Background: an optimization exercise with open tools, aiming at small area. Do not read the settings as production practice.
Function was checked by simulation only, so behaviour that the tests miss may differ from the original.
Power is estimated from default activity; no workload was simulated. The flow treats the clock pin as an ideal source, which a real chip does not have.

Setup of job 101:
Design rv_core_top, start of the top module:
module rv_core_top (
    input  logic           clk,
    input  logic           rst_n,
    input  logic           inst_valid_i,
    input  logic [31:0]    inst_i,
    output logic           inst_allowin_o,
    output logic           retire_valid_o,
    output logic [38:0]    retire_o,
    input  logic           retire_ready_i
);
    logic [3:0]  ph;
    logic        clr_q;      
    logic        iv_q;       
    logic        act_q;      
    logic        rv_q;       
    logic        wbp_q;      
    logic [31:7] ir_q;       
    logic [1:0]  cls_q;
    logic [1:0]  cls_in;
    logic [4:0]  ret_rd_q;
    logic        ret_wen;
    logic        ret_ill_q;
    logic [31:0] res;
    logic        ph0;
    logic        ph15;
    logic        go0;
    logic        act;
    logic        last;
    logic        acc;
    logic        is_op;
    logic        is_lui;
    logic        shift;
    logic        sub;
    logic [1:0]  a_d;
    logic [1:0]  rs2_d;
    logic [1:0]  imm_d;
    logic [1:0]  b_d;
    logic [4:0]  shamt_full;
    logic [1:0]  wdig;
    rv_decode decode_i (
        .inst_i (inst_i),
        .cls_o  (cls_in)
    );
    assign ph0  = ph == 4'd0;
    assign ph15 = ph == 4'd15;
    assign go0  = (iv_q || wbp_q) && (!rv_q || retire_ready_i);
    assign act  = ph0 ? go0 : act_q;
    assign last = act && ph15;
    assign inst_allowin_o = ph15 && (!iv_q || act_q);
    assign acc            = inst_valid_i && inst_allowin_o;
    always_ff @(posedge clk or negedge rst_n) begin
        if (!rst_n) begin
            ph    <= 4'd0;
            clr_q <= 1'b1;
            iv_q  <= 1'b0;
            act_q <= 1'b0;
            rv_q  <= 1'b0;
            wbp_q <= 1'b0;
        end else begin
            ph <= ph + 4'd1;
            if (ph15)
  ...
==> flow/config.mk <==
export PLATFORM = sky130hd
export DESIGN_NAME = rv_core_top
export DESIGN_NICKNAME = rv_core_top
export VERILOG_FILES = /design/flow/design.v
export SDC_FILE = /design/flow/constraint.sdc
export NUM_CORES = 8
export LEC_CHECK = 0
export ABC_AREA = 1
export CAP_MARGIN = 20
export CORE_MARGIN = 2
export CORE_UTILIZATION = 60
export PLACE_DENSITY = 0.7
export SLEW_MARGIN = 20
==> flow/constraint.sdc <==
create_clock -name core_clock -period 10.0 [get_ports {clk}]
set_input_delay 2.0000 -clock core_clock [delete_from_list [all_inputs] [get_ports {clk}]]
set_output_delay 2.0000 -clock core_clock [all_outputs]
set_load 0.01 [all_outputs]
standard.sh (not shown) runs the stock make flow with config.mk's settings and CLKGATE_MAP_FILE= SYNTH_SCRIPT=/design/flow/synth_recipe.tcl, a recipe that flattens the netlist after the stock synthesis.
==> flow/flow/run.sh <==
#!/bin/bash
# The standard ORFS layout (standard.sh) with these changes:
#  - synthesis maps with an area-oriented ABC script (flow/abc.script) and
#    without the adder / Kogge-Stone carry mapping; everything else in
#    synthesis is the standard script, so the registers and their names
#    are the standard ones
#  - ports are buffered with sky130_fd_sc_hd__buf_1
#  - clock tree synthesis inserts no dummy loads and uses larger sink clusters
# Each tool's output stays in orfs/logs/; make's output goes to flow.log.
set -euo pipefail
W=$PWD
export BUFFER_PORTS_ARGS="-buffer_cell sky130_fd_sc_hd__buf_1"
export CTS_ARGS="-sink_clustering_enable -repair_clock_nets -dont_use_dummy_load -sink_clustering_size 34 -sink_clustering_max_diameter 90"
sed -e "s#SYNTH_SCRIPT=[^ ]*#SYNTH_SCRIPT=$W/flow/synth.tcl ADDER_MAP_FILE= SYNTH_OPERATIONS_ARGS=-noshare#" standard.sh > own_standard.sh
bash own_standard.sh > flow.log 2>&1
==> flow/flow/abc.script <==
&get -n
&st
&deepsyn -T 200
&dch -f
&nf -R 1000
&put
==> flow/flow/synth.tcl <==
# synth_recipe.tcl with one change: ABC maps with flow/abc.script
set own_abc_script [file join [file dirname [file normalize [info script]]] abc.script]
proc synth {args} { yosys synth -nofsm -noshare {*}$args }
proc abc {args} {
  set i [lsearch -exact $args -script]
  if { $i >= 0 } {
    set args [lreplace $args $i [expr {$i + 1}] -script $::own_abc_script]
  }
  yosys abc {*}$args
}
source $::env(SCRIPTS_DIR)/synth.tcl
# left out here: clear keep_hierarchy, flatten, clean up, hide names made inside functions, write 1_2_yosys.v
Job 101 | status: complete | timing, DRC, antenna: pass
Input changes introduced in job 102 (baseline for comparison: job 101):
Settings: PLACE_DENSITY removed (was 0.7); CORE_UTILIZATION changed from 60 to 50.
==> comparison <==
- Lower slew at the pin closest to its max-slew limit among job 102 and job 101: job 101
- Total non-filler cell area in the finished layout went up slightly going from job 101 to job 102.
- Job 102 ended up with a lower final critical-path share of the clock period than job 101 did.
- Lower die area goes to job 101 over job 102.
- Wire: job 102 routes less than job 101
- There was hardly any difference in overall power between job 101 and job 102.
- Relative to job 101, the via count measured on job 102 has decreased slightly.
- Job 102 leaves more setup margin than job 101.
- Job 102: layout overhead on the synthesized area 0.59 points above job 101
What job 103 does differently from job 102 at the input level:
--- a/flow/flow/run.sh
+++ b/flow/flow/run.sh
@@ -12,3 +12,3 @@
 export BUFFER_PORTS_ARGS="-buffer_cell sky130_fd_sc_hd__buf_1"
-export CTS_ARGS="-sink_clustering_enable -repair_clock_nets -dont_use_dummy_load -sink_clustering_size 34 -sink_clustering_max_diameter 90"
+export CTS_ARGS="-sink_clustering_enable -repair_clock_nets -dont_use_dummy_load -sink_clustering_size 36 -sink_clustering_max_diameter 80"
 sed -e "s#SYNTH_SCRIPT=[^ ]*#SYNTH_SCRIPT=$W/flow/synth.tcl ADDER_MAP_FILE= SYNTH_OPERATIONS_ARGS=-noshare#" standard.sh > own_standard.sh
==> flow/flow/abc.script <==
&get -n
&st
&dch -f
&nf -R 1000
&put
--- outcome ---
Job 103 -> job 102: power attributed to the clock group flat. Non-clock buffer count: job 103 and job 102 compared, higher one is job 103. Against job 102, inverter count of the layout excluding clock inverters in job 103 fell by more than 10%. Row count: job 103 vs job 102 identical. [compare] base=job 102 new=job 103: switching power as a share of total power fell by 0.24 points, final routed wirelength across all metal layers dropped 6.4%, minimum period implied by the final worst setup slack +0.74 ns, total core area went up.
Input-level comparison between job 104 and job 103:
==> flow/flow/run.sh <==
#!/bin/bash
# The standard ORFS layout (standard.sh) with three changes:
#  - synthesis maps with an area-oriented ABC script (flow/abc.script);
#    everything else in synthesis is the standard script, so the
#    registers and their names are the standard ones
#  - ports are buffered with sky130_fd_sc_hd__buf_1
#  - clock tree synthesis inserts no dummy loads and uses larger sink clusters
# Each tool's output stays in orfs/logs/; make's output goes to flow.log.
set -euo pipefail
W=$PWD
export BUFFER_PORTS_ARGS="-buffer_cell sky130_fd_sc_hd__buf_1"
export CTS_ARGS="-sink_clustering_enable -repair_clock_nets -dont_use_dummy_load -sink_clustering_size 36 -sink_clustering_max_diameter 80"
sed "s#SYNTH_SCRIPT=[^ ]*#SYNTH_SCRIPT=$W/flow/synth.tcl#" standard.sh > own_standard.sh
bash own_standard.sh > flow.log 2>&1
--- outcome ---
Measured against each other, job 104 and job 103 differ in total power, the lower figure coming from job 104. [compare] base=job 103 new=job 104: number of global-route vias before repair went up 81, count of routing violations after the opening detailed-route iteration went up 19%, count of clock-buffer cells in the layout went down 2.6%, post-synthesis xor/xnor area fraction went down 0.37 points. Job 104 vs job 103 — final weighted congestion in routability-driven placement climbed by a few percent. Changes observed in job 104 relative to job 103: share of power burned in combinational logic saw little to no change; number of vias in the routed layout up 2.9%; per-instance average area after synthesis now smaller.

-- static timing again, ports no longer ideal --
In the flow no input, the clock included, has a driving cell. The finished layouts below were timed again as built, in two steps.
Step 1 assumes that a clkbuf_16 drives the clock port and a buf_2 every other input.
Step 2, shift: input delay + t, output delay - t, t = (earliest + latest rising clock arrival at the registers) / 2. This alone moves slack from input paths to output paths.
Three values: ideal ports, drivers, drivers and shift; two values: the first two.
run	t, ns	slack for setup (ns)	latest minus earliest clock arrival (ns)	slew at the worst register clock pin (ns)
job 101	0.627	2.041 / 2.041 / 2.041	0.070 / 0.069	0.12 / 0.12
job 102	0.613	2.236 / 2.236 / 2.236	0.070 / 0.070	0.12 / 0.12
job 103	0.622	1.494 / 1.494 / 1.494	0.084 / 0.084	0.12 / 0.12
job 104	0.629	1.185 / 1.185 / 1.185	0.050 / 0.050	0.12 / 0.12
After both steps every run listed still meets setup and hold.
